This design comes from an exercise in tuning for small area, a short achievable clock period and few clock cycles on the open sky130 flow, not from production work. In this exercise RTL edits were held to simulation tests only and were not proved equivalent to the original.

==> flow/design.v, too long to show whole: its modules and the start of the top module <==
// module backprop_ctrl: 47 lines
// module loss_unit: 13 lines
// module bp_fa: 10 lines
// module bp_ha: 9 lines
// module bp_mace: 361 lines
// module bp_sqacc: 339 lines
// module bp_sq: 291 lines
// module bp_mac2cs: 691 lines
// module bp_benc: 30 lines
// module grad_accum: 10 lines
// module param_update: 11 lines
// module backprop_top: 221 lines
module backprop_top (
  input  logic                    dtb,
  input  logic                    rst_n,
  input  logic                    sample_valid,
  input  logic                    drain_start,
  input  logic [2*16-1:0] x,
  input  logic [2*16-1:0] y_hid,
  input  logic [2*16-1:0] y_out,
  input  logic [2*16-1:0] target,
  input  logic [(2 * 2 + 2 * 2)*16-1:0] w,
  input  logic [(2 + 2)*16-1:0] b,
  output logic                    param_valid,
  output logic                    busy,
  output logic                    drain_done,
  output logic [4-1:0]      param_index,
  output logic [16-1:0]        param_value,
  output logic [16-1:0]        cost
);
  // ...
==> flow/flow/run.sh <==
#!/bin/bash
# The standard layout (standard.sh, with the standard synthesis), made with
# three changes in how it is made; the constraints are the design's:
# - after the standard synthesis, fapol.py removes the inverters between full
#   adders (a full adder with all inputs complemented gives both outputs
#   complemented), which leaves the function unchanged and keeps every register;
# - the port buffers that buffer_ports adds are buf_2 cells, not its default
#   choice (a slow delay buffer);
# - repair_timing aims for SETUP_SLACK_MARGIN ns of setup slack beyond the
#   constraint, so that it sizes and buffers the paths that set the period.
# Each step's whole output goes to a log of its own here; ORFS keeps its
# per-step logs under orfs/logs.
set -euo pipefail
cd "$(dirname "$0")/.."
export BUFFER_PORTS_ARGS="-buffer_cell sky130_fd_sc_hd__buf_2"
export SETUP_SLACK_MARGIN=16.3
R=orfs/results/${FLOW_PLATFORM:-sky130hd}/backprop_top/base
bash standard.sh synth > synth.log 2>&1
cp $R/1_2_yosys.v synth_netlist.v
if python3 flow/fapol.py synth_netlist.v fapol_netlist.v > fapol.log 2>&1; then
  cp fapol_netlist.v $R/1_2_yosys.v
  rm -f $R/1_synth.odb $R/1_synth.sdc
fi
bash standard.sh finish > standard.log 2>&1
==> flow/flow/fapol.py <==
#!/usr/bin/env python3
"""Removes inverters between full adders in a mapped sky130 netlist.

A full adder is self-dual: with all three inputs complemented it gives both
outputs complemented. Each fa cell gets a polarity flag; a flagged cell is fed
the complements of its inputs and drives the complements of its outputs. The
flags are chosen, by local search, to need as few inverters as possible, then
the inverters are rebuilt: one per signal that some load needs complemented.
The function of the netlist is unchanged. Usage: fapol.py IN.v OUT.v
"""
import re, sys
from collections import defaultdict

src = open(sys.argv[1]).read()
cell_re = re.compile(r'^(\s*)(sky130_fd_sc_hd__\w+)\s+(\S+)\s*\((.*?)\);\n', re.S | re.M)
pin_re = re.compile(r'\.(\w+)\(([^()]*)\)')
OUTS = {'X', 'Y', 'Q', 'Q_N', 'SUM', 'COUT', 'HI', 'LO'}

cells = []  # dict(type, name, pins: {pin: net}, span)
for m in cell_re.finditer(src):
    pins = {p: n.strip() for p, n in pin_re.findall(m.group(4))}
    cells.append(dict(type=m.group(2)[len('sky130_fd_sc_hd__'):], name=m.group(3), pins=pins,
                      span=m.span(), indent=m.group(1)))

def is_inv(c):
    return re.match(r'(clk)?inv_\d+$', c['type']) is not None
def is_fa(c):
    return re.match(r'fa_\d+$', c['type']) is not None

driver = {}
loads = defaultdict(list)  # net -> [(cell index, pin)]
for i, c in enumerate(cells):
    for p, n in c['pins'].items():
        if p in OUTS:
            driver[n] = (i, p)
        else:
            loads[n].append((i, p))

# Ports and nets used outside cells (assign statements, module ports) are kept as they are.
ext_lines = [l for l in cell_re.sub('', src).split('\n')
             if l.strip().startswith(('assign', 'input', 'output'))]
ext_refs = set(re.findall(r'(\\\S+|[A-Za-z_][\w$]*(?:\[\d+\])?)', '\n'.join(ext_lines)))

# The inverters we may remove: input driven by an fa output, or output feeding an fa input,
# and output not referenced outside cells.
def inv_ok(i):
    c = cells[i]
    a, y = c['pins']['A'], c['pins']['Y']
    if y in ext_refs or y.split('[')[0] in ext_refs:
        return False
    d = driver.get(a)
    from_fa = d is not None and is_fa(cells[d[0]])
    to_fa = any(is_fa(cells[j]) for j, _ in loads[y])
    return from_fa or to_fa

rm_inv = {i for i, c in enumerate(cells) if is_inv(c) and inv_ok(i)}

# Loads to account: every load of a removed inverter's output, and every load of an fa
# output net. Each is (cell, pin, source net, parity).
acc = []
for i in rm_inv:
    a, y = cells[i]['pins']['A'], cells[i]['pins']['Y']
    for j, p in loads[y]:
        acc.append((j, p, a, 1))
fa_out_nets = set()
for i, c in enumerate(cells):
    if is_fa(c):
        for p in ('SUM', 'COUT'):
            fa_out_nets.add(c['pins'][p])
for n in fa_out_nets:
    for j, p in loads[n]:
        if j in rm_inv:
            continue
        acc.append((j, p, n, 0))
# every other fa input pin too, since a flipped fa needs all its inputs complemented
covered = {(j, p) for (j, p, s, q) in acc}
for i, c in enumerate(cells):
    if is_fa(c):
        for p in ('A', 'B', 'CIN'):
            if (i, p) not in covered:
                acc.append((i, p, c['pins'][p], 0))
# a removed inverter whose input is itself a removed inverter's output: keep it simple, refuse
for (j, p, s, q) in acc:
    assert j not in rm_inv, "inverter chain"

fa_idx = [i for i, c in enumerate(cells) if is_fa(c)]
flip = {i: 0 for i in fa_idx}
def src_flip(s):
    d = driver.get(s)
    if d is not None and is_fa(cells[d[0]]):
        return flip[d[0]]
    return 0

# need[(s, inv)] counts loads needing source s in polarity inv
by_cell = defaultdict(list)
by_src_fa = defaultdict(list)
for k, (j, p, s, q) in enumerate(acc):
    if is_fa(cells[j]):
        by_cell[j].append(k)
    d = driver.get(s)
    if d is not None and is_fa(cells[d[0]]):
        by_src_fa[d[0]].append(k)

def want_inv(k):
    j, p, s, q = acc[k]
    f = flip[j] if is_fa(cells[j]) else 0
    return q ^ f ^ src_flip(s)

SWAP = {'xor2_1': 'xnor2_1', 'xnor2_1': 'xor2_1', 'xor2_2': 'xnor2_2', 'xnor2_2': 'xor2_2',
        'xor2_4': 'xnor2_4', 'xnor2_4': 'xor2_4'}
tot = defaultdict(int)
for (j, p, s_, q) in acc:
    tot[s_] += 1
def swappable(s_):
    d = driver.get(s_)
    if d is None or cells[d[0]]['type'] not in SWAP:
        return False
    if s_ in ext_refs:
        return False
    # every physical load of s_ (or of a removed inverter of s_) must be in acc
    n_phys = len(loads[s_]) - sum(1 for j, _ in loads[s_] if j in rm_inv)
    n_phys += sum(len(loads[cells[j]['pins']['Y']]) for j, _ in loads[s_] if j in rm_inv)
    return n_phys == tot[s_]
swp = {s_: swappable(s_) for s_ in tot}
def scost(s_, v):
    if v == 0:
        return 0
    if swp[s_] and v == tot[s_]:
        return 0
    return 1
need = defaultdict(int)
for k in range(len(acc)):
    if want_inv(k):
        need[acc[k][2]] += 1
cost = sum(scost(s_, v) for s_, v in need.items())
pass

def delta_flip(i):
    ks = set(by_cell[i]) | set(by_src_fa[i])
    before = {}
    for k in ks:
        s = acc[k][2]
        before.setdefault(s, need[s])
    cur = {s: need[s] for s in before}
    for k in ks:
        if want_inv(k):
            cur[acc[k][2]] -= 1
    flip[i] ^= 1
    for k in ks:
        if want_inv(k):
            cur[acc[k][2]] += 1
    flip[i] ^= 1
    d = sum(scost(s, cur[s]) - scost(s, before[s]) for s in before)
    return d, cur

improved = True
rounds = 0
while improved and rounds < 50:
    improved = False
    rounds += 1
    for i in fa_idx:
        d, cur = delta_flip(i)
        if d < 0:
            flip[i] ^= 1
            for s, v in cur.items():
                need[s] = v
            cost += d
            improved = True
pass

# Rebuild
def vn(n):
    return n + " " if n.startswith("\\") else n
newnet = {}
new_cells = []
cnt = 0
def inv_of(s):
    global cnt
    if s not in newnet:
        cnt += 1
        n = "_fapol_n%d_" % cnt
        newnet[s] = n
        new_cells.append("  sky130_fd_sc_hd__inv_1 _fapol_i%d_ (\n    .A(%s),\n    .Y(%s)\n  );\n" % (cnt, vn(s), n))
    return newnet[s]

conn = defaultdict(dict)  # cell -> pin -> net
swapped = set()
for s_, v in need.items():
    if v and swp[s_] and v == tot[s_]:
        swapped.add(driver[s_][0])
for k, (j, p, s, q) in enumerate(acc):
    d = driver.get(s)
    if d is not None and d[0] in swapped:
        conn[j][p] = s
    else:
        conn[j][p] = inv_of(s) if want_inv(k) else s

out = []
pos = 0
for i, c in enumerate(cells):
    a, b = c['span']
    out.append(src[pos:a])
    pos = b
    if i in rm_inv:
        continue
    text = src[a:b]
    if i in swapped:
        text = text.replace('sky130_fd_sc_hd__' + c['type'], 'sky130_fd_sc_hd__' + SWAP[c['type']], 1)
        if c['type'].startswith('xor'):
            text = text.replace('.X(', '.Y(')
        else:
            text = text.replace('.Y(', '.X(')
    if i in conn:
        def rep(m):
            p = m.group(1)
            if p in conn[i]:
                return ".%s(%s)" % (p, vn(conn[i][p]))
            return m.group(0)
        text = pin_re.sub(rep, text)
    out.append(text)
tail = src[pos:]
# declare new wires after the module header
decl = "".join("  wire %s;\n" % n for n in newnet.values())
res = "".join(out)
res = res + tail
idx = res.index(");\n", res.index("module ")) + 3
res = res[:idx] + decl + res[idx:]
idx = res.rindex("endmodule")
res = res[:idx] + "".join(new_cells) + res[idx:]
open(sys.argv[2], 'w').write(res)
print("inverters after: %d, drivers complemented: %d" % (cnt, len(swapped)), file=sys.stderr)
==> flow/standard.sh <==
#!/bin/bash
# synth_recipe.tcl (not shown) runs the flow's synth.tcl, then flattens the netlist and writes it again
# the make line also repeats each setting of config.mk as NAME=value (left out here)
make -C /OpenROAD-flow-scripts/flow DESIGN_CONFIG=/design/flow/config.mk WORK_HOME=/design/flow/orfs CLKGATE_MAP_FILE= SYNTH_SCRIPT=/design/flow/synth_recipe.tcl "${@:-finish}"
==> flow/config.mk <==
export PLATFORM = sky130hd
export DESIGN_NAME = backprop_top
export DESIGN_NICKNAME = backprop_top
export VERILOG_FILES = /design/flow/design.v
export SDC_FILE = /design/flow/constraint.sdc
export NUM_CORES = 4
export LEC_CHECK = 0
export ABC_AREA = 1
export CAP_MARGIN = 20
export CORE_MARGIN = 2
export CORE_UTILIZATION = 55
export PLACE_DENSITY = 0.7
export SLEW_MARGIN = 20
==> flow/constraint.sdc <==
create_clock -name core_clock -period 22.0 [get_ports {dtb}]
set_input_delay 4.4000 -clock core_clock [delete_from_list [all_inputs] [get_ports {dtb}]]
set_output_delay 4.4000 -clock core_clock [all_outputs]
set_load 0.01 [all_outputs]
==> impl_metrics.toml, run 1 <==
[placed_design]
port_buffers = 362

[global_route]
antenna_found_initial = 31

[detailed_routing]
dr.pass1.iters = 9
finalWirelength_um = 356000
vias = 84400
drc = 0
wl_met3_um = 41400

[yosys]
synth_cells = 11100

[sta]
tns_ns = 0
clock_skew_ns = 0.0511
postLayoutSetupSlackWorst_ns = 16.31
finalHoldViolations = 0

[cells_and_area]
fin_area_mm2 = 0.102
drive_gt1_frac = 0.0858
largestRegisters = "we1 x96, acc_w1 x64, acc_w2 x64"
seq_share = 0.143

[critical_path]
setup.worst_path.end = "param_index[3]"
setup.worst_path.start = "u_ctrl.cnt[3]"
crit_path_max_fanout = 2
cp_slowest_stage_delay_ns = 0.42
crit_arrival_ns = 1.29
crit_family = "flip-flops"

[clocking]
clock_path_buffers = 3
path_clk_slew_ns = 0.06
clk_latency_ns = 0.76

[floorplan]
die-area_mm2 = 0.177

[min_path]
hold_path_depth = 0

[outcome]
run_status = "complete, no violations"
Testbench counts, summed over its fixed seeds: cycles 7,460.
==> inputs of run 2 (changes only) <==
--- a/flow/design.v
+++ b/flow/design.v
@@ -204,199 +204,199 @@
   wire n114 = ((e[21] & a[3]) | (e[22] & a[2])) ^ e[23];
   wire n115 = ((e[21] & a[4]) | (e[22] & a[3])) ^ e[23];
   wire n116 = ((e[21] & a[5]) | (e[22] & a[4])) ^ e[23];
   wire n117 = ((e[21] & a[6]) | (e[22] & a[5])) ^ e[23];
   wire n118 = ((e[21] & a[7]) | (e[22] & a[6])) ^ e[23];
   wire n119 = ((e[21] & a[8]) | (e[22] & a[7])) ^ e[23];
   wire n120 = ((e[21] & a[9]) | (e[22] & a[8])) ^ e[23];
   wire s121, c121;
-  bp_ha u121 (.a(acc[6]), .b(e[23]), .s(s121), .co(c121));
+  bp_ha u121 (.a(e[23]), .b(n15), .s(s121), .co(c121));
   wire s122, c122;
-  bp_ha u122 (.a(acc[7]), .b(n16), .s(s122), .co(c122));
-  wire s123 = acc[8] ^ 1'b1 ^ n17;
-  wire c123 = (acc[8] & 1'b1) | (acc[8] & n17) | (1'b1 & n17);
-  wire s124 = acc[9] ^ 1'b1;
-  wire c124 = acc[9] & 1'b1;
+  bp_ha u122 (.a(n16), .b(n31), .s(s122), .co(c122));
+  wire s123 = 1'b1 ^ n17 ^ n32;
+  wire c123 = (1'b1 & n17) | (1'b1 & n32) | (n17 & n32);
+  wire s124 = 1'b1 ^ n33;
+  wire c124 = 1'b1 & n33;
   wire s125, c125;
-  bp_ha u125 (.a(acc[0]), .b(e[14]), .s(s125), .co(c125));
+  bp_ha u125 (.a(e[14]), .b(n9), .s(s125), .co(c125));
   wire s126, c126;
-  bp_ha u126 (.a(acc[1]), .b(n10), .s(s126), .co(c126));
+  bp_ha u126 (.a(n10), .b(n25), .s(s126), .co(c126));
   wire s127, c127;
-  bp_fa u127 (.a(acc[2]), .b(e[17]), .c(n11), .s(s127), .co(c127));
+  bp_fa u127 (.a(e[17]), .b(n11), .c(n26), .s(s127), .co(c127));
   wire s128, c128;
-  bp_ha u128 (.a(n26), .b(n41), .s(s128), .co(c128));
+  bp_ha u128 (.a(n41), .b(n56), .s(s128), .co(c128));
   wire s129, c129;
-  bp_fa u129 (.a(acc[3]), .b(n12), .c(n27), .s(s129), .co(c129));
+  bp_fa u129 (.a(n12), .b(n27), .c(n42), .s(s129), .co(c129));
   wire s130, c130;
-  bp_ha u130 (.a(n42), .b(n57), .s(s130), .co(c130));
+  bp_ha u130 (.a(n57), .b(n72), .s(s130), .co(c130));
   wire s131, c131;
-  bp_fa u131 (.a(acc[4]), .b(e[20]), .c(n13), .s(s131), .co(c131));
+  bp_fa u131 (.a(e[20]), .b(n13), .c(n28), .s(s131), .co(c131));
   wire s132, c132;
-  bp_fa u132 (.a(n28), .b(n43), .c(n58), .s(s132), .co(c132));
+  bp_fa u132 (.a(n43), .b(n58), .c(n73), .s(s132), .co(c132));
   wire s133, c133;
-  bp_ha u133 (.a(n73), .b(n87), .s(s133), .co(c133));
+  bp_ha u133 (.a(n87), .b(n99), .s(s133), .co(c133));
   wire s134, c134;
-  bp_fa u134 (.a(acc[5]), .b(n14), .c(n29), .s(s134), .co(c134));
+  bp_fa u134 (.a(n14), .b(n29), .c(n44), .s(s134), .co(c134));
   wire s135, c135;
-  bp_fa u135 (.a(n44), .b(n59), .c(n74), .s(s135), .co(c135));
+  bp_fa u135 (.a(n59), .b(n74), .c(n88), .s(s135), .co(c135));
   wire s136, c136;
-  bp_ha u136 (.a(n88), .b(n100), .s(s136), .co(c136));
+  bp_ha u136 (.a(n100), .b(acc[5]), .s(s136), .co(c136));
   wire s137, c137;
-  bp_fa u137 (.a(n15), .b(n30), .c(n45), .s(s137), .co(c137));
+  bp_fa u137 (.a(n30), .b(n45), .c(n60), .s(s137), .co(c137));
   wire s138, c138;
-  bp_fa u138 (.a(n60), .b(n75), .c(n89), .s(s138), .co(c138));
+  bp_fa u138 (.a(n75), .b(n89), .c(n101), .s(s138), .co(c138));
   wire s139, c139;
-  bp_fa u139 (.a(n101), .b(n111), .c(s121), .s(s139), .co(c139));
+  bp_fa u139 (.a(n111), .b(s121), .c(acc[6]), .s(s139), .co(c139));
   wire s140, c140;
-  bp_fa u140 (.a(n31), .b(n46), .c(n61), .s(s140), .co(c140));
+  bp_fa u140 (.a(n46), .b(n61), .c(n76), .s(s140), .co(c140));
   wire s141, c141;
-  bp_fa u141 (.a(n76), .b(n90), .c(n102), .s(s141), .co(c141));
+  bp_fa u141 (.a(n90), .b(n102), .c(n112), .s(s141), .co(c141));
   wire s142, c142;
-  bp_fa u142 (.a(n112), .b(c121), .c(s122), .s(s142), .co(c142));
+  bp_fa u142 (.a(s122), .b(c121), .c(acc[7]), .s(s142), .co(c142));
   wire s143, c143;
-  bp_fa u143 (.a(n32), .b(n47), .c(n62), .s(s143), .co(c143));
+  bp_fa u143 (.a(n47), .b(n62), .c(n77), .s(s143), .co(c143));
   wire s144, c144;
-  bp_fa u144 (.a(n77), .b(n91), .c(n103), .s(s144), .co(c144));
+  bp_fa u144 (.a(n91), .b(n103), .c(n113), .s(s144), .co(c144));
   wire s145, c145;
-  bp_fa u145 (.a(n113), .b(c122), .c(s123), .s(s145), .co(c145));
+  bp_fa u145 (.a(c122), .b(s123), .c(acc[8]), .s(s145), .co(c145));
   wire s146, c146;
-  bp_fa u146 (.a(s124), .b(n33), .c(n48), .s(s146), .co(c146));
+  bp_fa u146 (.a(n48), .b(n63), .c(n78), .s(s146), .co(c146));
   wire s147, c147;
-  bp_fa u147 (.a(n63), .b(n78), .c(n92), .s(s147), .co(c147));
+  bp_fa u147 (.a(n92), .b(n104), .c(n114), .s(s147), .co(c147));
   wire s148, c148;
-  bp_fa u148 (.a(n104), .b(n114), .c(c123), .s(s148), .co(c148));
+  bp_fa u148 (.a(s124), .b(c123), .c(acc[9]), .s(s148), .co(c148));
   wire s149, c149;
-  bp_fa u149 (.a(acc[10]), .b(c124), .c(n34), .s(s149), .co(c149));
+  bp_fa u149 (.a(n34), .b(n49), .c(n64), .s(s149), .co(c149));
   wire s150, c150;
-  bp_fa u150 (.a(n49), .b(n64), .c(n79), .s(s150), .co(c150));
+  bp_fa u150 (.a(n79), .b(n93), .c(n105), .s(s150), .co(c150));
   wire s151, c151;
-  bp_fa u151 (.a(n93), .b(n105), .c(n115), .s(s151), .co(c151));
-  wire s152 = acc[11] ^ 1'b1 ^ n50;
-  wire c152 = (acc[11] & 1'b1) | (acc[11] & n50) | (1'b1 & n50);
+  bp_fa u151 (.a(n115), .b(c124), .c(acc[10]), .s(s151), .co(c151));
+  wire s152 = 1'b1 ^ n50 ^ n65;
+  wire c152 = (1'b1 & n50) | (1'b1 & n65) | (n50 & n65);
   wire s153, c153;
-  bp_fa u153 (.a(n65), .b(n80), .c(n94), .s(s153), .co(c153));
+  bp_fa u153 (.a(n80), .b(n94), .c(n106), .s(s153), .co(c153));
   wire s154, c154;
-  bp_ha u154 (.a(n106), .b(n116), .s(s154), .co(c154));
+  bp_ha u154 (.a(n116), .b(acc[11]), .s(s154), .co(c154));
   wire s155, c155;
-  bp_fa u155 (.a(acc[12]), .b(n51), .c(n66), .s(s155), .co(c155));
+  bp_fa u155 (.a(n51), .b(n66), .c(n81), .s(s155), .co(c155));
   wire s156, c156;
-  bp_fa u156 (.a(n81), .b(n95), .c(n107), .s(s156), .co(c156));
-  wire s157 = acc[13] ^ 1'b1 ^ n67;
-  wire c157 = (acc[13] & 1'b1) | (acc[13] & n67) | (1'b1 & n67);
+  bp_fa u156 (.a(n95), .b(n107), .c(n117), .s(s156), .co(c156));
+  wire s157 = 1'b1 ^ n67 ^ n82;
+  wire c157 = (1'b1 & n67) | (1'b1 & n82) | (n67 & n82);
   wire s158, c158;
-  bp_ha u158 (.a(n82), .b(n96), .s(s158), .co(c158));
+  bp_ha u158 (.a(n96), .b(n108), .s(s158), .co(c158));
   wire s159, c159;
-  bp_fa u159 (.a(acc[14]), .b(n68), .c(n83), .s(s159), .co(c159));
-  wire s160 = acc[15] ^ 1'b1;
-  wire c160 = acc[15] & 1'b1;
+  bp_fa u159 (.a(n68), .b(n83), .c(n97), .s(s159), .co(c159));
+  wire s160 = 1'b1 ^ n84;
+  wire c160 = 1'b1 & n84;
   wire s161, c161;
   bp_ha u161 (.a(e[11]), .b(n7), .s(s161), .co(c161));
   wire s162, c162;
   bp_ha u162 (.a(n8), .b(n23), .s(s162), .co(c162));
   wire s163, c163;
-  bp_fa u163 (.a(n9), .b(n24), .c(n39), .s(s163), .co(c163));
+  bp_fa u163 (.a(n24), .b(n39), .c(n54), .s(s163), .co(c163));
   wire s164, c164;
-  bp_ha u164 (.a(n54), .b(n69), .s(s164), .co(c164));
+  bp_ha u164 (.a(n69), .b(s125), .s(s164), .co(c164));
   wire s165, c165;
-  bp_fa u165 (.a(n25), .b(n40), .c(n55), .s(s165), .co(c165));
+  bp_fa u165 (.a(n40), .b(n55), .c(n70), .s(s165), .co(c165));
   wire s166, c166;
-  bp_fa u166 (.a(n70), .b(c125), .c(s126), .s(s166), .co(c166));
+  bp_fa u166 (.a(s126), .b(c125), .c(acc[1]), .s(s166), .co(c166));
   wire s167, c167;
-  bp_fa u167 (.a(n56), .b(n71), .c(n85), .s(s167), .co(c167));
+  bp_fa u167 (.a(n71), .b(n85), .c(s128), .s(s167), .co(c167));
   wire s168, c168;
-  bp_fa u168 (.a(s128), .b(c126), .c(s127), .s(s168), .co(c168));
+  bp_fa u168 (.a(c126), .b(s127), .c(acc[2]), .s(s168), .co(c168));
   wire s169, c169;
-  bp_fa u169 (.a(n72), .b(n86), .c(s130), .s(s169), .co(c169));
+  bp_fa u169 (.a(n86), .b(s130), .c(c128), .s(s169), .co(c169));
   wire s170, c170;
-  bp_fa u170 (.a(c128), .b(s129), .c(c127), .s(s170), .co(c170));
+  bp_fa u170 (.a(s129), .b(c127), .c(acc[3]), .s(s170), .co(c170));
   wire s171, c171;
-  bp_fa u171 (.a(n99), .b(s133), .c(c130), .s(s171), .co(c171));
+  bp_fa u171 (.a(s133), .b(c130), .c(s131), .s(s171), .co(c171));
   wire s172, c172;
-  bp_fa u172 (.a(s131), .b(s132), .c(c129), .s(s172), .co(c172));
+  bp_fa u172 (.a(s132), .b(c129), .c(acc[4]), .s(s172), .co(c172));
   wire s173, c173;
-  bp_fa u173 (.a(s136), .b(c133), .c(s134), .s(s173), .co(c173));
+  bp_fa u173 (.a(c133), .b(s134), .c(s135), .s(s173), .co(c173));
   wire s174, c174;
-  bp_fa u174 (.a(s135), .b(c131), .c(c132), .s(s174), .co(c174));
+  bp_fa u174 (.a(c131), .b(c132), .c(s136), .s(s174), .co(c174));
   wire s175, c175;
-  bp_fa u175 (.a(c136), .b(s137), .c(s138), .s(s175), .co(c175));
+  bp_fa u175 (.a(s137), .b(s138), .c(c134), .s(s175), .co(c175));
   wire s176, c176;
-  bp_fa u176 (.a(c134), .b(c135), .c(s139), .s(s176), .co(c176));
+  bp_fa u176 (.a(c135), .b(c136), .c(s139), .s(s176), .co(c176));
   wire s177, c177;
   bp_fa u177 (.a(s140), .b(s141), .c(c137), .s(s177), .co(c177));
   wire s178, c178;
-  bp_fa u178 (.a(c138), .b(c139), .c(s142), .s(s178), .co(c178));
+  bp_fa u178 (.a(c138), .b(s142), .c(c139), .s(s178), .co(c178));
   wire s179, c179;
   bp_fa u179 (.a(s143), .b(s144), .c(c140), .s(s179), .co(c179));
   wire s180, c180;
-  bp_fa u180 (.a(c141), .b(c142), .c(s145), .s(s180), .co(c180));
+  bp_fa u180 (.a(c141), .b(s145), .c(c142), .s(s180), .co(c180));
   wire s181, c181;
   bp_fa u181 (.a(s146), .b(s147), .c(c143), .s(s181), .co(c181));
   wire s182, c182;
   bp_fa u182 (.a(c144), .b(s148), .c(c145), .s(s182), .co(c182));
   wire s183, c183;
-  bp_fa u183 (.a(s149), .b(s150), .c(s151), .s(s183), .co(c183));
+  bp_fa u183 (.a(s149), .b(s150), .c(c146), .s(s183), .co(c183));
   wire s184, c184;
-  bp_fa u184 (.a(c146), .b(c147), .c(c148), .s(s184), .co(c184));
+  bp_fa u184 (.a(c147), .b(s151), .c(c148), .s(s184), .co(c184));
   wire s185, c185;
-  bp_fa u185 (.a(s154), .b(s152), .c(s153), .s(s185), .co(c185));
+  bp_fa u185 (.a(s152), .b(s153), .c(c149), .s(s185), .co(c185));
   wire s186, c186;
-  bp_fa u186 (.a(c149), .b(c150), .c(c151), .s(s186), .co(c186));
+  bp_fa u186 (.a(c150), .b(s154), .c(c151), .s(s186), .co(c186));
   wire s187, c187;
-  bp_fa u187 (.a(n117), .b(c154), .c(s155), .s(s187), .co(c187));
+  bp_fa u187 (.a(s155), .b(s156), .c(c152), .s(s187), .co(c187));
   wire s188, c188;
-  bp_fa u188 (.a(s156), .b(c152), .c(c153), .s(s188), .co(c188));
+  bp_fa u188 (.a(c153), .b(acc[12]), .c(c154), .s(s188), .co(c188));
   wire s189, c189;
-  bp_fa u189 (.a(n108), .b(n118), .c(s158), .s(s189), .co(c189));
+  bp_fa u189 (.a(n118), .b(s158), .c(s157), .s(s189), .co(c189));
   wire s190, c190;
-  bp_fa u190 (.a(s157), .b(c155), .c(c156), .s(s190), .co(c190));
+  bp_fa u190 (.a(c155), .b(c156), .c(acc[13]), .s(s190), .co(c190));
   wire s191, c191;
-  bp_fa u191 (.a(n97), .b(n109), .c(n119), .s(s191), .co(c191));
+  bp_fa u191 (.a(n109), .b(n119), .c(c158), .s(s191), .co(c191));
   wire s192, c192;
-  bp_fa u192 (.a(c158), .b(s159), .c(c157), .s(s192), .co(c192));
+  bp_fa u192 (.a(s159), .b(c157), .c(acc[14]), .s(s192), .co(c192));
   wire s193, c193;
-  bp_fa u193 (.a(s160), .b(n84), .c(n98), .s(s193), .co(c193));
+  bp_fa u193 (.a(n98), .b(n110), .c(n120), .s(s193), .co(c193));
   wire s194, c194;
-  bp_fa u194 (.a(n110), .b(n120), .c(c159), .s(s194), .co(c194));
+  bp_fa u194 (.a(s160), .b(c159), .c(acc[15]), .s(s194), .co(c194));
   wire s195, c195;
   bp_ha u195 (.a(e[8]), .b(n5), .s(s195), .co(c195));
   wire s196, c196;
   bp_ha u196 (.a(n6), .b(n21), .s(s196), .co(c196));
   wire s197, c197;
   bp_fa u197 (.a(n22), .b(n37), .c(n52), .s(s197), .co(c197));
   wire s198, c198;
   bp_fa u198 (.a(n38), .b(n53), .c(s162), .s(s198), .co(c198));
   wire s199, c199;
-  bp_fa u199 (.a(s125), .b(s164), .c(c162), .s(s199), .co(c199));
+  bp_fa u199 (.a(c162), .b(s163), .c(s164), .s(s199), .co(c199));
   wire s200, c200;
-  bp_fa u200 (.a(c164), .b(s165), .c(c163), .s(s200), .co(c200));
+  bp_fa u200 (.a(s165), .b(c163), .c(c164), .s(s200), .co(c200));
   wire s201, c201;
-  bp_fa u201 (.a(s167), .b(c165), .c(c166), .s(s201), .co(c201));
+  bp_fa u201 (.a(c165), .b(s167), .c(s168), .s(s201), .co(c201));
   wire s202, c202;
-  bp_fa u202 (.a(c167), .b(s169), .c(s170), .s(s202), .co(c202));
+  bp_fa u202 (.a(s169), .b(c167), .c(s170), .s(s202), .co(c202));
   wire s203, c203;
-  bp_fa u203 (.a(s171), .b(c169), .c(s172), .s(s203), .co(c203));
+  bp_fa u203 (.a(c169), .b(s171), .c(s172), .s(s203), .co(c203));
   wire s204, c204;
-  bp_fa u204 (.a(c171), .b(s173), .c(s174), .s(s204), .co(c204));
+  bp_fa u204 (.a(s173), .b(c171), .c(c172), .s(s204), .co(c204));
   wire s205, c205;
   bp_fa u205 (.a(s175), .b(c173), .c(c174), .s(s205), .co(c205));
   wire s206, c206;
-  bp_fa u206 (.a(s177), .b(c175), .c(c176), .s(s206), .co(c206));
+  bp_fa u206 (.a(s177), .b(c175), .c(s178), .s(s206), .co(c206));
   wire s207, c207;
-  bp_fa u207 (.a(s179), .b(c177), .c(c178), .s(s207), .co(c207));
+  bp_fa u207 (.a(s179), .b(c177), .c(s180), .s(s207), .co(c207));
   wire s208, c208;
   bp_fa u208 (.a(s181), .b(c179), .c(s182), .s(s208), .co(c208));
   wire s209, c209;
   bp_fa u209 (.a(s183), .b(c181), .c(s184), .s(s209), .co(c209));
   wire s210, c210;
-  bp_fa u210 (.a(s185), .b(s186), .c(c183), .s(s210), .co(c210));
+  bp_fa u210 (.a(s185), .b(c183), .c(s186), .s(s210), .co(c210));
   wire s211, c211;
-  bp_fa u211 (.a(s187), .b(s188), .c(c185), .s(s211), .co(c211));
+  bp_fa u211 (.a(s187), .b(c185), .c(s188), .s(s211), .co(c211));
   wire s212, c212;
-  bp_fa u212 (.a(s189), .b(s190), .c(c187), .s(s212), .co(c212));
+  bp_fa u212 (.a(s189), .b(c187), .c(s190), .s(s212), .co(c212));
   wire s213, c213;
   bp_fa u213 (.a(s191), .b(c189), .c(s192), .s(s213), .co(c213));
   wire s214, c214;
   bp_fa u214 (.a(s193), .b(c191), .c(s194), .s(s214), .co(c214));
   wire s215, c215;
   bp_ha u215 (.a(e[5]), .b(n3), .s(s215), .co(c215));
   wire s216, c216;
   bp_ha u216 (.a(n4), .b(n19), .s(s216), .co(c216));
@@ -404,48 +404,48 @@
   bp_fa u217 (.a(n20), .b(n35), .c(s195), .s(s217), .co(c217));
   wire s218, c218;
   bp_fa u218 (.a(n36), .b(s196), .c(c195), .s(s218), .co(c218));
   wire s219, c219;
   bp_fa u219 (.a(s161), .b(c196), .c(s197), .s(s219), .co(c219));
   wire s220, c220;
   bp_fa u220 (.a(c161), .b(c197), .c(s198), .s(s220), .co(c220));
   wire s221, c221;
-  bp_fa u221 (.a(s163), .b(s199), .c(c198), .s(s221), .co(c221));
+  bp_fa u221 (.a(acc[0]), .b(c198), .c(s199), .s(s221), .co(c221));
   wire s222, c222;
-  bp_fa u222 (.a(s166), .b(c199), .c(s200), .s(s222), .co(c222));
+  bp_fa u222 (.a(s200), .b(c199), .c(s166), .s(s222), .co(c222));
   wire s223, c223;
-  bp_fa u223 (.a(s168), .b(c200), .c(s201), .s(s223), .co(c223));
+  bp_fa u223 (.a(c200), .b(c166), .c(s201), .s(s223), .co(c223));
   wire s224, c224;
-  bp_fa u224 (.a(c168), .b(c201), .c(s202), .s(s224), .co(c224));
+  bp_fa u224 (.a(c168), .b(s202), .c(c201), .s(s224), .co(c224));
   wire s225, c225;
   bp_fa u225 (.a(c170), .b(s203), .c(c202), .s(s225), .co(c225));
   wire s226, c226;
-  bp_fa u226 (.a(c172), .b(s204), .c(c203), .s(s226), .co(c226));
+  bp_fa u226 (.a(s174), .b(s204), .c(c203), .s(s226), .co(c226));
   wire s227, c227;
-  bp_fa u227 (.a(s176), .b(s205), .c(c204), .s(s227), .co(c227));
+  bp_fa u227 (.a(s176), .b(c204), .c(s205), .s(s227), .co(c227));
   wire s228, c228;
-  bp_fa u228 (.a(s178), .b(c205), .c(s206), .s(s228), .co(c228));
+  bp_fa u228 (.a(c176), .b(c205), .c(s206), .s(s228), .co(c228));
   wire s229, c229;
-  bp_fa u229 (.a(s180), .b(c206), .c(s207), .s(s229), .co(c229));
+  bp_fa u229 (.a(c178), .b(s207), .c(c206), .s(s229), .co(c229));
   wire s230, c230;
-  bp_fa u230 (.a(c180), .b(c207), .c(s208), .s(s230), .co(c230));
+  bp_fa u230 (.a(c180), .b(s208), .c(c207), .s(s230), .co(c230));
   wire s231, c231;
   bp_fa u231 (.a(c182), .b(s209), .c(c208), .s(s231), .co(c231));
   wire s232, c232;
-  bp_fa u232 (.a(s210), .b(c184), .c(c209), .s(s232), .co(c232));
+  bp_fa u232 (.a(c184), .b(s210), .c(c209), .s(s232), .co(c232));
   wire s233, c233;
   bp_fa u233 (.a(c186), .b(s211), .c(c210), .s(s233), .co(c233));
   wire s234, c234;
   bp_fa u234 (.a(c188), .b(s212), .c(c211), .s(s234), .co(c234));
   wire s235, c235;
   bp_fa u235 (.a(c190), .b(s213), .c(c212), .s(s235), .co(c235));
   wire s236, c236;
   bp_fa u236 (.a(c192), .b(s214), .c(c213), .s(s236), .co(c236));
-  wire [23:0] n237 = {s236, s235, s234, s233, s232, s231, c229, c228, c227, s227, s226, s225, c223, c222, c221, s221, c219, c218, s218, c216, s216, n18, n2, e[2]} + {c235, c234, c233, c232, c231, c230, s230, s229, s228, c226, c225, c224, s224, s223, s222, c220, s220, s219, c217, s217, c215, s215, 1'b0, n1};
+  wire [23:0] n237 = {s236, s235, s234, s233, s232, s231, s230, s229, c227, c226, s226, s225, s224, c222, c221, c220, c219, c218, s218, c216, s216, n18, n2, e[2]} + {c235, c234, c233, c232, c231, c230, c229, c228, s228, s227, c225, c224, c223, s223, s222, s221, s220, s219, c217, s217, c215, s215, 1'b0, n1};
   assign y = n237[23:8];
 endmodule
 module bp_sqacc (
   input  wire [15:0] d,
   input  wire [15:0] q,
   input  wire [15:0] acc,
   output wire [15:0] y
 );
@@ -549,242 +549,242 @@
   wire n98 = ~(d[1] & d[15]);
   wire n99 = ~(d[2] & d[15]);
   wire n100 = ~(d[3] & d[15]);
   wire n101 = ~(d[4] & d[15]);
   wire n102 = ~(d[5] & d[15]);
   wire n103 = ~(d[6] & d[15]);
   wire n104 = ~(d[7] & d[15]);
   wire s105, c105;
-  bp_ha u105 (.a(acc[6]), .b(q[6]), .s(s105), .co(c105));
+  bp_ha u105 (.a(q[6]), .b(d[7]), .s(s105), .co(c105));
   wire s106, c106;
-  bp_ha u106 (.a(acc[7]), .b(q[7]), .s(s106), .co(c106));
-  wire s107 = acc[8] ^ q[8] ^ 1'b1;
-  wire c107 = (acc[8] & q[8]) | (acc[8] & 1'b1) | (q[8] & 1'b1);
+  bp_ha u106 (.a(q[7]), .b(n14), .s(s106), .co(c106));
+  wire s107 = q[8] ^ 1'b1 ^ d[8];
+  wire c107 = (q[8] & 1'b1) | (q[8] & d[8]) | (1'b1 & d[8]);
   wire s108, c108;
-  bp_fa u108 (.a(d[8]), .b(n27), .c(n38), .s(s108), .co(c108));
+  bp_fa u108 (.a(n27), .b(n38), .c(n48), .s(s108), .co(c108));
   wire s109, c109;
-  bp_fa u109 (.a(acc[9]), .b(q[9]), .c(n39), .s(s109), .co(c109));
+  bp_fa u109 (.a(q[9]), .b(n39), .c(n49), .s(s109), .co(c109));
   wire s110, c110;
-  bp_fa u110 (.a(acc[10]), .b(q[10]), .c(d[9]), .s(s110), .co(c110));
+  bp_fa u110 (.a(q[10]), .b(d[9]), .c(n50), .s(s110), .co(c110));
   wire s111, c111;
-  bp_ha u111 (.a(acc[0]), .b(q[0]), .s(s111), .co(c111));
+  bp_ha u111 (.a(q[0]), .b(d[4]), .s(s111), .co(c111));
   wire s112, c112;
-  bp_ha u112 (.a(acc[1]), .b(q[1]), .s(s112), .co(c112));
+  bp_ha u112 (.a(q[1]), .b(n8), .s(s112), .co(c112));
   wire s113, c113;
-  bp_fa u113 (.a(acc[2]), .b(q[2]), .c(d[5]), .s(s113), .co(c113));
+  bp_fa u113 (.a(q[2]), .b(d[5]), .c(n9), .s(s113), .co(c113));
   wire s114, c114;
-  bp_ha u114 (.a(n9), .b(n21), .s(s114), .co(c114));
+  bp_ha u114 (.a(n21), .b(n32), .s(s114), .co(c114));
   wire s115, c115;
-  bp_fa u115 (.a(acc[3]), .b(q[3]), .c(n10), .s(s115), .co(c115));
+  bp_fa u115 (.a(q[3]), .b(n10), .c(n22), .s(s115), .co(c115));
   wire s116, c116;
-  bp_ha u116 (.a(n22), .b(n33), .s(s116), .co(c116));
+  bp_ha u116 (.a(n33), .b(n43), .s(s116), .co(c116));
   wire s117, c117;
-  bp_fa u117 (.a(acc[4]), .b(q[4]), .c(d[6]), .s(s117), .co(c117));
+  bp_fa u117 (.a(q[4]), .b(d[6]), .c(n11), .s(s117), .co(c117));
   wire s118, c118;
-  bp_fa u118 (.a(n11), .b(n23), .c(n34), .s(s118), .co(c118));
+  bp_fa u118 (.a(n23), .b(n34), .c(n44), .s(s118), .co(c118));
   wire s119, c119;
-  bp_ha u119 (.a(n44), .b(n53), .s(s119), .co(c119));
+  bp_ha u119 (.a(n53), .b(n61), .s(s119), .co(c119));
   wire s120, c120;
-  bp_fa u120 (.a(acc[5]), .b(q[5]), .c(n12), .s(s120), .co(c120));
+  bp_fa u120 (.a(q[5]), .b(n12), .c(n24), .s(s120), .co(c120));
   wire s121, c121;
-  bp_fa u121 (.a(n24), .b(n35), .c(n45), .s(s121), .co(c121));
+  bp_fa u121 (.a(n35), .b(n45), .c(n54), .s(s121), .co(c121));
   wire s122, c122;
-  bp_ha u122 (.a(n54), .b(n62), .s(s122), .co(c122));
+  bp_ha u122 (.a(n62), .b(acc[5]), .s(s122), .co(c122));
   wire s123, c123;
-  bp_fa u123 (.a(d[7]), .b(n13), .c(n25), .s(s123), .co(c123));
+  bp_fa u123 (.a(n13), .b(n25), .c(n36), .s(s123), .co(c123));
   wire s124, c124;
-  bp_fa u124 (.a(n36), .b(n46), .c(n55), .s(s124), .co(c124));
+  bp_fa u124 (.a(n46), .b(n55), .c(n63), .s(s124), .co(c124));
   wire s125, c125;
-  bp_fa u125 (.a(n63), .b(n70), .c(s105), .s(s125), .co(c125));
+  bp_fa u125 (.a(n70), .b(s105), .c(acc[6]), .s(s125), .co(c125));
   wire s126, c126;
-  bp_fa u126 (.a(n14), .b(n26), .c(n37), .s(s126), .co(c126));
+  bp_fa u126 (.a(n26), .b(n37), .c(n47), .s(s126), .co(c126));
   wire s127, c127;
-  bp_fa u127 (.a(n47), .b(n56), .c(n64), .s(s127), .co(c127));
+  bp_fa u127 (.a(n56), .b(n64), .c(n71), .s(s127), .co(c127));
   wire s128, c128;
-  bp_fa u128 (.a(n71), .b(s106), .c(c105), .s(s128), .co(c128));
+  bp_fa u128 (.a(s106), .b(c105), .c(acc[7]), .s(s128), .co(c128));
   wire s129, c129;
-  bp_fa u129 (.a(n48), .b(n57), .c(n65), .s(s129), .co(c129));
+  bp_fa u129 (.a(n57), .b(n65), .c(n72), .s(s129), .co(c129));
   wire s130, c130;
-  bp_fa u130 (.a(n72), .b(n78), .c(n97), .s(s130), .co(c130));
+  bp_fa u130 (.a(n78), .b(n97), .c(c106), .s(s130), .co(c130));
   wire s131, c131;
-  bp_fa u131 (.a(c106), .b(s107), .c(s108), .s(s131), .co(c131));
+  bp_fa u131 (.a(s107), .b(s108), .c(acc[8]), .s(s131), .co(c131));
   wire s132, c132;
-  bp_fa u132 (.a(n49), .b(n58), .c(n66), .s(s132), .co(c132));
+  bp_fa u132 (.a(n58), .b(n66), .c(n73), .s(s132), .co(c132));
   wire s133, c133;
-  bp_fa u133 (.a(n73), .b(n79), .c(n98), .s(s133), .co(c133));
+  bp_fa u133 (.a(n79), .b(n98), .c(s109), .s(s133), .co(c133));
   wire s134, c134;
-  bp_fa u134 (.a(c107), .b(s109), .c(c108), .s(s134), .co(c134));
+  bp_fa u134 (.a(c107), .b(c108), .c(acc[9]), .s(s134), .co(c134));
   wire s135, c135;
-  bp_fa u135 (.a(n50), .b(n59), .c(n67), .s(s135), .co(c135));
+  bp_fa u135 (.a(n59), .b(n67), .c(n74), .s(s135), .co(c135));
   wire s136, c136;
-  bp_fa u136 (.a(n74), .b(n80), .c(n85), .s(s136), .co(c136));
+  bp_fa u136 (.a(n80), .b(n85), .c(n99), .s(s136), .co(c136));
   wire s137, c137;
-  bp_fa u137 (.a(n99), .b(s110), .c(c109), .s(s137), .co(c137));
+  bp_fa u137 (.a(s110), .b(c109), .c(acc[10]), .s(s137), .co(c137));
   wire s138, c138;
-  bp_fa u138 (.a(acc[11]), .b(q[11]), .c(n60), .s(s138), .co(c138));
+  bp_fa u138 (.a(q[11]), .b(n60), .c(n68), .s(s138), .co(c138));
   wire s139, c139;
-  bp_fa u139 (.a(n68), .b(n75), .c(n81), .s(s139), .co(c139));
+  bp_fa u139 (.a(n75), .b(n81), .c(n86), .s(s139), .co(c139));
   wire s140, c140;
-  bp_fa u140 (.a(n86), .b(n100), .c(c110), .s(s140), .co(c140));
+  bp_fa u140 (.a(n100), .b(c110), .c(acc[11]), .s(s140), .co(c140));
   wire s141, c141;
-  bp_fa u141 (.a(acc[12]), .b(q[12]), .c(d[10]), .s(s141), .co(c141));
+  bp_fa u141 (.a(q[12]), .b(d[10]), .c(n69), .s(s141), .co(c141));
   wire s142, c142;
-  bp_fa u142 (.a(n69), .b(n76), .c(n82), .s(s142), .co(c142));
+  bp_fa u142 (.a(n76), .b(n82), .c(n87), .s(s142), .co(c142));
   wire s143, c143;
-  bp_fa u143 (.a(n87), .b(n91), .c(n101), .s(s143), .co(c143));
+  bp_fa u143 (.a(n91), .b(n101), .c(acc[12]), .s(s143), .co(c143));
   wire s144, c144;
-  bp_fa u144 (.a(acc[13]), .b(q[13]), .c(n77), .s(s144), .co(c144));
+  bp_fa u144 (.a(q[13]), .b(n77), .c(n83), .s(s144), .co(c144));
   wire s145, c145;
-  bp_fa u145 (.a(n83), .b(n88), .c(n92), .s(s145), .co(c145));
+  bp_fa u145 (.a(n88), .b(n92), .c(n102), .s(s145), .co(c145));
   wire s146, c146;
-  bp_fa u146 (.a(acc[14]), .b(q[14]), .c(d[11]), .s(s146), .co(c146));
+  bp_fa u146 (.a(q[14]), .b(d[11]), .c(n84), .s(s146), .co(c146));
   wire s147, c147;
-  bp_fa u147 (.a(n84), .b(n89), .c(n93), .s(s147), .co(c147));
+  bp_fa u147 (.a(n89), .b(n93), .c(n95), .s(s147), .co(c147));
   wire s148, c148;
-  bp_fa u148 (.a(acc[15]), .b(q[15]), .c(n90), .s(s148), .co(c148));
+  bp_fa u148 (.a(q[15]), .b(n90), .c(n94), .s(s148), .co(c148));
   wire s149, c149;
-  bp_fa u149 (.a(d[4]), .b(n7), .c(n19), .s(s149), .co(c149));
+  bp_fa u149 (.a(n7), .b(n19), .c(n30), .s(s149), .co(c149));
   wire s150, c150;
-  bp_fa u150 (.a(n8), .b(n20), .c(n31), .s(s150), .co(c150));
+  bp_fa u150 (.a(n20), .b(n31), .c(n41), .s(s150), .co(c150));
   wire s151, c151;
-  bp_ha u151 (.a(n41), .b(s112), .s(s151), .co(c151));
+  bp_ha u151 (.a(s112), .b(c111), .s(s151), .co(c151));
   wire s152, c152;
-  bp_fa u152 (.a(n32), .b(n42), .c(n51), .s(s152), .co(c152));
+  bp_fa u152 (.a(n42), .b(n51), .c(s114), .s(s152), .co(c152));
   wire s153, c153;
-  bp_fa u153 (.a(c112), .b(s114), .c(s113), .s(s153), .co(c153));
+  bp_fa u153 (.a(c112), .b(s113), .c(acc[2]), .s(s153), .co(c153));
   wire s154, c154;
-  bp_fa u154 (.a(n43), .b(n52), .c(s116), .s(s154), .co(c154));
+  bp_fa u154 (.a(n52), .b(s116), .c(c114), .s(s154), .co(c154));
   wire s155, c155;
-  bp_fa u155 (.a(c114), .b(s115), .c(c113), .s(s155), .co(c155));
+  bp_fa u155 (.a(s115), .b(c113), .c(acc[3]), .s(s155), .co(c155));
   wire s156, c156;
-  bp_fa u156 (.a(n61), .b(s119), .c(c116), .s(s156), .co(c156));
+  bp_fa u156 (.a(s119), .b(c116), .c(s117), .s(s156), .co(c156));
   wire s157, c157;
-  bp_fa u157 (.a(s117), .b(s118), .c(c115), .s(s157), .co(c157));
+  bp_fa u157 (.a(s118), .b(c115), .c(acc[4]), .s(s157), .co(c157));
   wire s158, c158;
-  bp_fa u158 (.a(s122), .b(c119), .c(s120), .s(s158), .co(c158));
+  bp_fa u158 (.a(c119), .b(s120), .c(s121), .s(s158), .co(c158));
   wire s159, c159;
-  bp_fa u159 (.a(s121), .b(c117), .c(c118), .s(s159), .co(c159));
+  bp_fa u159 (.a(c117), .b(c118), .c(s122), .s(s159), .co(c159));
   wire s160, c160;
-  bp_fa u160 (.a(c122), .b(s123), .c(s124), .s(s160), .co(c160));
+  bp_fa u160 (.a(s123), .b(s124), .c(c120), .s(s160), .co(c160));
   wire s161, c161;
-  bp_fa u161 (.a(c120), .b(c121), .c(s125), .s(s161), .co(c161));
+  bp_fa u161 (.a(c121), .b(c122), .c(s125), .s(s161), .co(c161));
   wire s162, c162;
   bp_fa u162 (.a(s126), .b(s127), .c(c123), .s(s162), .co(c162));
   wire s163, c163;
   bp_fa u163 (.a(c124), .b(s128), .c(c125), .s(s163), .co(c163));
   wire s164, c164;
-  bp_fa u164 (.a(s129), .b(s130), .c(c126), .s(s164), .co(c164));
+  bp_fa u164 (.a(s129), .b(c126), .c(c127), .s(s164), .co(c164));
   wire s165, c165;
-  bp_fa u165 (.a(c127), .b(c128), .c(s131), .s(s165), .co(c165));
+  bp_fa u165 (.a(s130), .b(s131), .c(c128), .s(s165), .co(c165));
   wire s166, c166;
-  bp_fa u166 (.a(s132), .b(s133), .c(c129), .s(s166), .co(c166));
+  bp_fa u166 (.a(s132), .b(c129), .c(c130), .s(s166), .co(c166));
   wire s167, c167;
-  bp_fa u167 (.a(c130), .b(s134), .c(c131), .s(s167), .co(c167));
+  bp_fa u167 (.a(s133), .b(s134), .c(c131), .s(s167), .co(c167));
   wire s168, c168;
   bp_fa u168 (.a(s135), .b(s136), .c(c132), .s(s168), .co(c168));
   wire s169, c169;
   bp_fa u169 (.a(c133), .b(s137), .c(c134), .s(s169), .co(c169));
   wire s170, c170;
   bp_fa u170 (.a(s138), .b(s139), .c(c135), .s(s170), .co(c170));
   wire s171, c171;
   bp_fa u171 (.a(c136), .b(s140), .c(c137), .s(s171), .co(c171));
   wire s172, c172;
-  bp_fa u172 (.a(s141), .b(s142), .c(s143), .s(s172), .co(c172));
+  bp_fa u172 (.a(s141), .b(s142), .c(c138), .s(s172), .co(c172));
   wire s173, c173;
-  bp_fa u173 (.a(c138), .b(c139), .c(c140), .s(s173), .co(c173));
+  bp_fa u173 (.a(c139), .b(s143), .c(c140), .s(s173), .co(c173));
   wire s174, c174;
-  bp_fa u174 (.a(n102), .b(s144), .c(s145), .s(s174), .co(c174));
+  bp_fa u174 (.a(s144), .b(s145), .c(c141), .s(s174), .co(c174));
   wire s175, c175;
-  bp_fa u175 (.a(c141), .b(c142), .c(c143), .s(s175), .co(c175));
+  bp_fa u175 (.a(c142), .b(acc[13]), .c(c143), .s(s175), .co(c175));
   wire s176, c176;
-  bp_fa u176 (.a(n95), .b(n103), .c(s146), .s(s176), .co(c176));
+  bp_fa u176 (.a(n103), .b(s146), .c(s147), .s(s176), .co(c176));
   wire s177, c177;
-  bp_fa u177 (.a(s147), .b(c144), .c(c145), .s(s177), .co(c177));
+  bp_fa u177 (.a(c144), .b(c145), .c(acc[14]), .s(s177), .co(c177));
   wire s178, c178;
-  bp_fa u178 (.a(n94), .b(n96), .c(n104), .s(s178), .co(c178));
+  bp_fa u178 (.a(n96), .b(n104), .c(s148), .s(s178), .co(c178));
   wire s179, c179;
-  bp_fa u179 (.a(s148), .b(c146), .c(c147), .s(s179), .co(c179));
+  bp_fa u179 (.a(c146), .b(c147), .c(acc[15]), .s(s179), .co(c179));
   wire s180, c180;
   bp_ha u180 (.a(d[3]), .b(n5), .s(s180), .co(c180));
   wire s181, c181;
   bp_ha u181 (.a(n6), .b(n18), .s(s181), .co(c181));
   wire s182, c182;
-  bp_fa u182 (.a(n30), .b(n40), .c(s111), .s(s182), .co(c182));
+  bp_fa u182 (.a(n40), .b(s111), .c(s149), .s(s182), .co(c182));
   wire s183, c183;
-  bp_fa u183 (.a(c111), .b(s151), .c(s150), .s(s183), .co(c183));
+  bp_fa u183 (.a(s150), .b(c149), .c(s151), .s(s183), .co(c183));
   wire s184, c184;
-  bp_fa u184 (.a(c151), .b(s152), .c(c150), .s(s184), .co(c184));
+  bp_fa u184 (.a(c150), .b(c151), .c(s152), .s(s184), .co(c184));
   wire s185, c185;
-  bp_fa u185 (.a(c152), .b(s154), .c(s155), .s(s185), .co(c185));
+  bp_fa u185 (.a(s154), .b(c152), .c(s155), .s(s185), .co(c185));
   wire s186, c186;
-  bp_fa u186 (.a(s156), .b(c154), .c(s157), .s(s186), .co(c186));
+  bp_fa u186 (.a(c154), .b(s156), .c(s157), .s(s186), .co(c186));
   wire s187, c187;
-  bp_fa u187 (.a(c156), .b(s158), .c(s159), .s(s187), .co(c187));
+  bp_fa u187 (.a(s158), .b(c156), .c(c157), .s(s187), .co(c187));
   wire s188, c188;
   bp_fa u188 (.a(s160), .b(c158), .c(c159), .s(s188), .co(c188));
   wire s189, c189;
   bp_fa u189 (.a(s162), .b(c160), .c(s163), .s(s189), .co(c189));
   wire s190, c190;
-  bp_fa u190 (.a(s164), .b(c162), .c(c163), .s(s190), .co(c190));
+  bp_fa u190 (.a(s164), .b(c162), .c(s165), .s(s190), .co(c190));
   wire s191, c191;
-  bp_fa u191 (.a(s166), .b(c164), .c(s167), .s(s191), .co(c191));
+  bp_fa u191 (.a(c164), .b(s166), .c(s167), .s(s191), .co(c191));
   wire s192, c192;
   bp_fa u192 (.a(s168), .b(c166), .c(s169), .s(s192), .co(c192));
   wire s193, c193;
   bp_fa u193 (.a(s170), .b(c168), .c(s171), .s(s193), .co(c193));
   wire s194, c194;
   bp_fa u194 (.a(s172), .b(c170), .c(s173), .s(s194), .co(c194));
   wire s195, c195;
-  bp_fa u195 (.a(s174), .b(s175), .c(c172), .s(s195), .co(c195));
+  bp_fa u195 (.a(s174), .b(c172), .c(s175), .s(s195), .co(c195));
   wire s196, c196;
-  bp_fa u196 (.a(s176), .b(s177), .c(c174), .s(s196), .co(c196));
+  bp_fa u196 (.a(s176), .b(c174), .c(s177), .s(s196), .co(c196));
   wire s197, c197;
-  bp_fa u197 (.a(s178), .b(s179), .c(c176), .s(s197), .co(c197));
+  bp_fa u197 (.a(s178), .b(c176), .c(s179), .s(s197), .co(c197));
   wire s198, c198;
   bp_ha u198 (.a(d[2]), .b(n3), .s(s198), .co(c198));
   wire s199, c199;
   bp_ha u199 (.a(n4), .b(n16), .s(s199), .co(c199));
   wire s200, c200;
   bp_fa u200 (.a(n17), .b(n28), .c(s180), .s(s200), .co(c200));
   wire s201, c201;
   bp_fa u201 (.a(n29), .b(s181), .c(c180), .s(s201), .co(c201));
   wire s202, c202;
-  bp_fa u202 (.a(c181), .b(s149), .c(s182), .s(s202), .co(c202));
+  bp_fa u202 (.a(c181), .b(s182), .c(acc[0]), .s(s202), .co(c202));
   wire s203, c203;
-  bp_fa u203 (.a(c149), .b(c182), .c(s183), .s(s203), .co(c203));
+  bp_fa u203 (.a(c182), .b(s183), .c(acc[1]), .s(s203), .co(c203));
   wire s204, c204;
-  bp_fa u204 (.a(s184), .b(s153), .c(c183), .s(s204), .co(c204));
+  bp_fa u204 (.a(c183), .b(s184), .c(s153), .s(s204), .co(c204));
   wire s205, c205;
-  bp_fa u205 (.a(c153), .b(c184), .c(s185), .s(s205), .co(c205));
+  bp_fa u205 (.a(c184), .b(c153), .c(s185), .s(s205), .co(c205));
   wire s206, c206;
   bp_fa u206 (.a(c155), .b(s186), .c(c185), .s(s206), .co(c206));
   wire s207, c207;
-  bp_fa u207 (.a(c157), .b(s187), .c(c186), .s(s207), .co(c207));
+  bp_fa u207 (.a(s159), .b(s187), .c(c186), .s(s207), .co(c207));
   wire s208, c208;
-  bp_fa u208 (.a(s161), .b(s188), .c(c187), .s(s208), .co(c208));
+  bp_fa u208 (.a(s161), .b(c187), .c(s188), .s(s208), .co(c208));
   wire s209, c209;
   bp_fa u209 (.a(c161), .b(c188), .c(s189), .s(s209), .co(c209));
   wire s210, c210;
-  bp_fa u210 (.a(s165), .b(s190), .c(c189), .s(s210), .co(c210));
+  bp_fa u210 (.a(c163), .b(s190), .c(c189), .s(s210), .co(c210));
   wire s211, c211;
-  bp_fa u211 (.a(c165), .b(c190), .c(s191), .s(s211), .co(c211));
+  bp_fa u211 (.a(c165), .b(s191), .c(c190), .s(s211), .co(c211));
   wire s212, c212;
   bp_fa u212 (.a(c167), .b(s192), .c(c191), .s(s212), .co(c212));
   wire s213, c213;
   bp_fa u213 (.a(c169), .b(s193), .c(c192), .s(s213), .co(c213));
   wire s214, c214;
   bp_fa u214 (.a(c171), .b(s194), .c(c193), .s(s214), .co(c214));
   wire s215, c215;
-  bp_fa u215 (.a(s195), .b(c173), .c(c194), .s(s215), .co(c215));
+  bp_fa u215 (.a(c173), .b(s195), .c(c194), .s(s215), .co(c215));
   wire s216, c216;
-  bp_fa u216 (.a(c175), .b(s196), .c(c195), .s(s216), .co(c216));
+  bp_fa u216 (.a(s196), .b(c175), .c(c195), .s(s216), .co(c216));
   wire s217, c217;
   bp_fa u217 (.a(c177), .b(s197), .c(c196), .s(s217), .co(c217));
-  wire [23:0] n218 = {s217, s216, s215, s214, s213, s212, c210, s210, c208, s208, s207, s206, c204, s204, c202, c201, s201, c199, s199, n15, n2, d[1], 1'b0, d[0]} + {c216, c215, c214, c213, c212, c211, s211, c209, s209, c207, c206, c205, s205, c203, s203, s202, c200, s200, c198, s198, 1'b0, n1, 1'b0, 1'b0};
+  wire [23:0] n218 = {s217, s216, s215, s214, s213, s212, s211, s210, c208, c207, s207, s206, c204, c203, s203, c201, s201, c199, s199, n15, n2, d[1], 1'b0, d[0]} + {c216, c215, c214, c213, c212, c211, c210, c209, s209, s208, c206, c205, s205, s204, c202, s202, c200, s200, c198, s198, 1'b0, n1, 1'b0, 1'b0};
   assign y = n218[23:8];
 endmodule
 module bp_sq (
   input  wire [15:0] d,
   output wire [15:0] y
 );
   wire n1 = d[0] & d[1];
   wire n2 = d[0] & d[2];
==> flow/config.mk (replaced) <==
export PLATFORM = sky130hd
export DESIGN_NAME = backprop_top
export DESIGN_NICKNAME = backprop_top
export VERILOG_FILES = /design/flow/design.v
export SDC_FILE = /design/flow/constraint.sdc
export NUM_CORES = 4
export LEC_CHECK = 0
export ABC_AREA = 1
export CAP_MARGIN = 40
export CORE_MARGIN = 2
export CORE_UTILIZATION = 55
export PLACE_DENSITY = 0.7
export SLEW_MARGIN = 60
==> run 2 against run 1 <==
Compared with the run above: still clean; worst hold slack got worse by 0.011 ns; utilization increased by 0.29 points; die area increased by 0.20%; via count increased by 0.98%; cell count increased by 0.25%; count of clock-buffer cells in the layout decreased by 1; critical endpoint is now param_valid; highest routed layer unchanged.
==> impl_metrics.toml, run 2 <==
[clocking]
htree_levels = 3
cts_tree = "built"
holdBufCountCts = 0
root_buffer = "clkbuf_16"
cts.sinks = 712
clk_latency_ns = 0.75
cts_buffers = 91
clock_path_buffers = 3
path_clk_slew_ns = 0.06

[sta]
tns_ns = 0
slew_violations = 0
hold_slack_ns = 0.313
setup_viol = 0
min_period_ns = 5.76
fmax_ghz = 0.174
slew-limit-headroom = 0.554
rsz0062_at_grt = "true"
clock_skew_ns = 0.0266
tightest_slew_ns = 0.665
min_period_over_period = 0.262
finalHoldViolations = 0

[yosys]
synth_cells = 11100
avgSynthCellArea_um2 = 8.60
syn_nets = 13300
yosys_warnings = 48
syn_area_mm2 = 0.0955

[placed_design]
dp_cells = 13300
gp_congestion = 1.03
hpwl_um = 284000
port_buffers = 362

[detailed_routing]
drc = 0
vias_per_cell = 6.33
drt_iter0_drc = 10100
wire_per_inst_um = 27.6
finalWirelength_um = 372000
dr.pass1.iters = 7
antenna_left = 0
vias = 85200

[floorplan]
num_rows = 152
core_area_mm2 = 0.172
die-area_mm2 = 0.177
die_y_um = 421
io_pins = 363
initial_utilization = 0.555
fp.dieW_um = 421

[global_route]
grt_pass1_vias = 86600
grt_max_degree = 75
grt_pass1_wl_um = 552000
globalRoute.totalOverflow = 0
antenna_found_initial = 27
grt_usage = 0.418

[cells_and_area]
regMostFlops = "we1"
areaGrowthSynthToFinish_pct = 7.72
fin_util = 0.598
mostFrequentLayoutCell = "nand2_1"
largestRegisters = "we1 x96, acc_w1 x64, acc_w2 x64"
largest_reg_flops = 96
num-nets-final = 13300
fin_cells = 13500
drive_gt1_frac = 0.0964
layout_common_cells = "1325 x nand2_1, 1308 x o22ai_1, 1265 x fa_1"

[critical_path]
cp_slowest_stage_delay_ns = 0.47
crit_family = "flip-flops"
startpoint_type = "flop"
worstSetupEndpointType = "output port"
critPathBufInv = 1
path_cells = "buf_6"
crit_path_top_delay_cell = "dfrtp_2"
crit_type = "reg2out"
crit_required_ns = 17.60
crit_arrival_ns = 1.36
crit_path_max_fanout = 1

[min_path]
hp-class = "reg2reg"

[run]
maxCapViolations = 0

[outcome]
run_status = "complete, no violations"
run 2: changes by cell type in the layout (fill, tap and decap cells not counted), moves of 11 or more:
cell | previous run | this run
buf_4 | 201 | 189
clkinv_2 | 15 | 34
dfrtp_1 | 67 | 41
dfrtp_2 | 4 | 29
dfxtp_1 | 625 | 594
dfxtp_2 | 13 | 40
inv_1 | 1201 | 1174
inv_2 | 81 | 102
inv_4 | 2 | 22
nand2_1 | 1355 | 1325
nand3_1 | 139 | 155
o21ai_0 | 248 | 237
xnor2_1 | 581 | 664
xor2_1 | 1189 | 1100
run 2: area by class of cell:
type | instances | area, um^2
antenna | 18 | 45.0
clock buffer | 112 | 2470
clock inverter | 58 | 781
fill | 15400 | 69200
inverter | 1355 | 5210
multi-input combinational | 8338 | 73400
sequential | 712 | 14700
tap | 2310 | 2890
timing repair buffer | 560 | 3390
run 2: through the flow:
stage               cell area, um^2  setup slack (ns)
global placement              98900             15.60
detailed placement            99300             15.67
global route                 103000             16.23
finish                       103000             16.24
floorplan                     95700             16.09
CTS                          103000             16.22
run 2: final timing paths:
path | startpoint | to | slack [ns] | depth (start not counted)
max | u_ctrl.param_valid | param_valid | 16.24 | 1
min | x2e[1][1] | x3e[1][1] | 0.31 | 0
max reg2reg | h1e[1][11] | acc_w2[3][15] | 16.43 | 19
min reg2reg | x2e[1][1] | x3e[1][1] | 0.31 | 0
max in group asynchronous | rst_n | u_ctrl.clr3 | 17.91 | 2
min in group asynchronous | rst_n | u_ctrl.cnt[1] | 3.50 | 1
run 2: per-layer routing:
layer  global-route usage  share of wire  vias up
li1                     -              -    36600
met1                0.505           0.35    41400
met2                0.631           0.43     5596
met3                0.117           0.12     1556
met4                0.329          0.098       18
met5                    0        0.00031        -
run 2: repair_timing:
action                                  in CTS  in global routing
resized for setup                           43                 20
pin swaps                                    0                  1
buffers inserted                             5                  5
endpoints found under the setup margin      30                 29
Testbench counts of run 2, summed over its fixed seeds: cycles 7,460.

-- afterwards: timing with drivers on the ports --
No port has a modelled driver above. Below, the same layouts with a new extraction and two added sets of constraints. Step 1 sets driving cells, clkbuf_16 on the clock port and buf_2 on the other inputs (assumed; they add their load-dependent delay and slew). Step 2 moves the port delays by t, midway between the first and last clock arrival at a register: inputs arrive t later, outputs are due t later. That takes back most of the time a late clock gives input paths. Slacks: ideal / step 1 / step 2; pairs: ideal / step 1.
run | shift t [ns] | setup WS [ns] | clock arrival spread, ns | worst register clock-pin slew, ns
run 1 | 0.808 | 16.312 / 16.223 / 15.705 | 0.078 / 0.078 | 0.07 / 0.07
run 2 | 0.835 | 16.240 / 16.145 / 15.667 | 0.029 / 0.029 | 0.08 / 0.08
After both steps setup and hold are still met in every run listed. The setup slack of run 1, which loses most, moves by -0.089 ns with the drivers and by -0.607 ns with both steps.
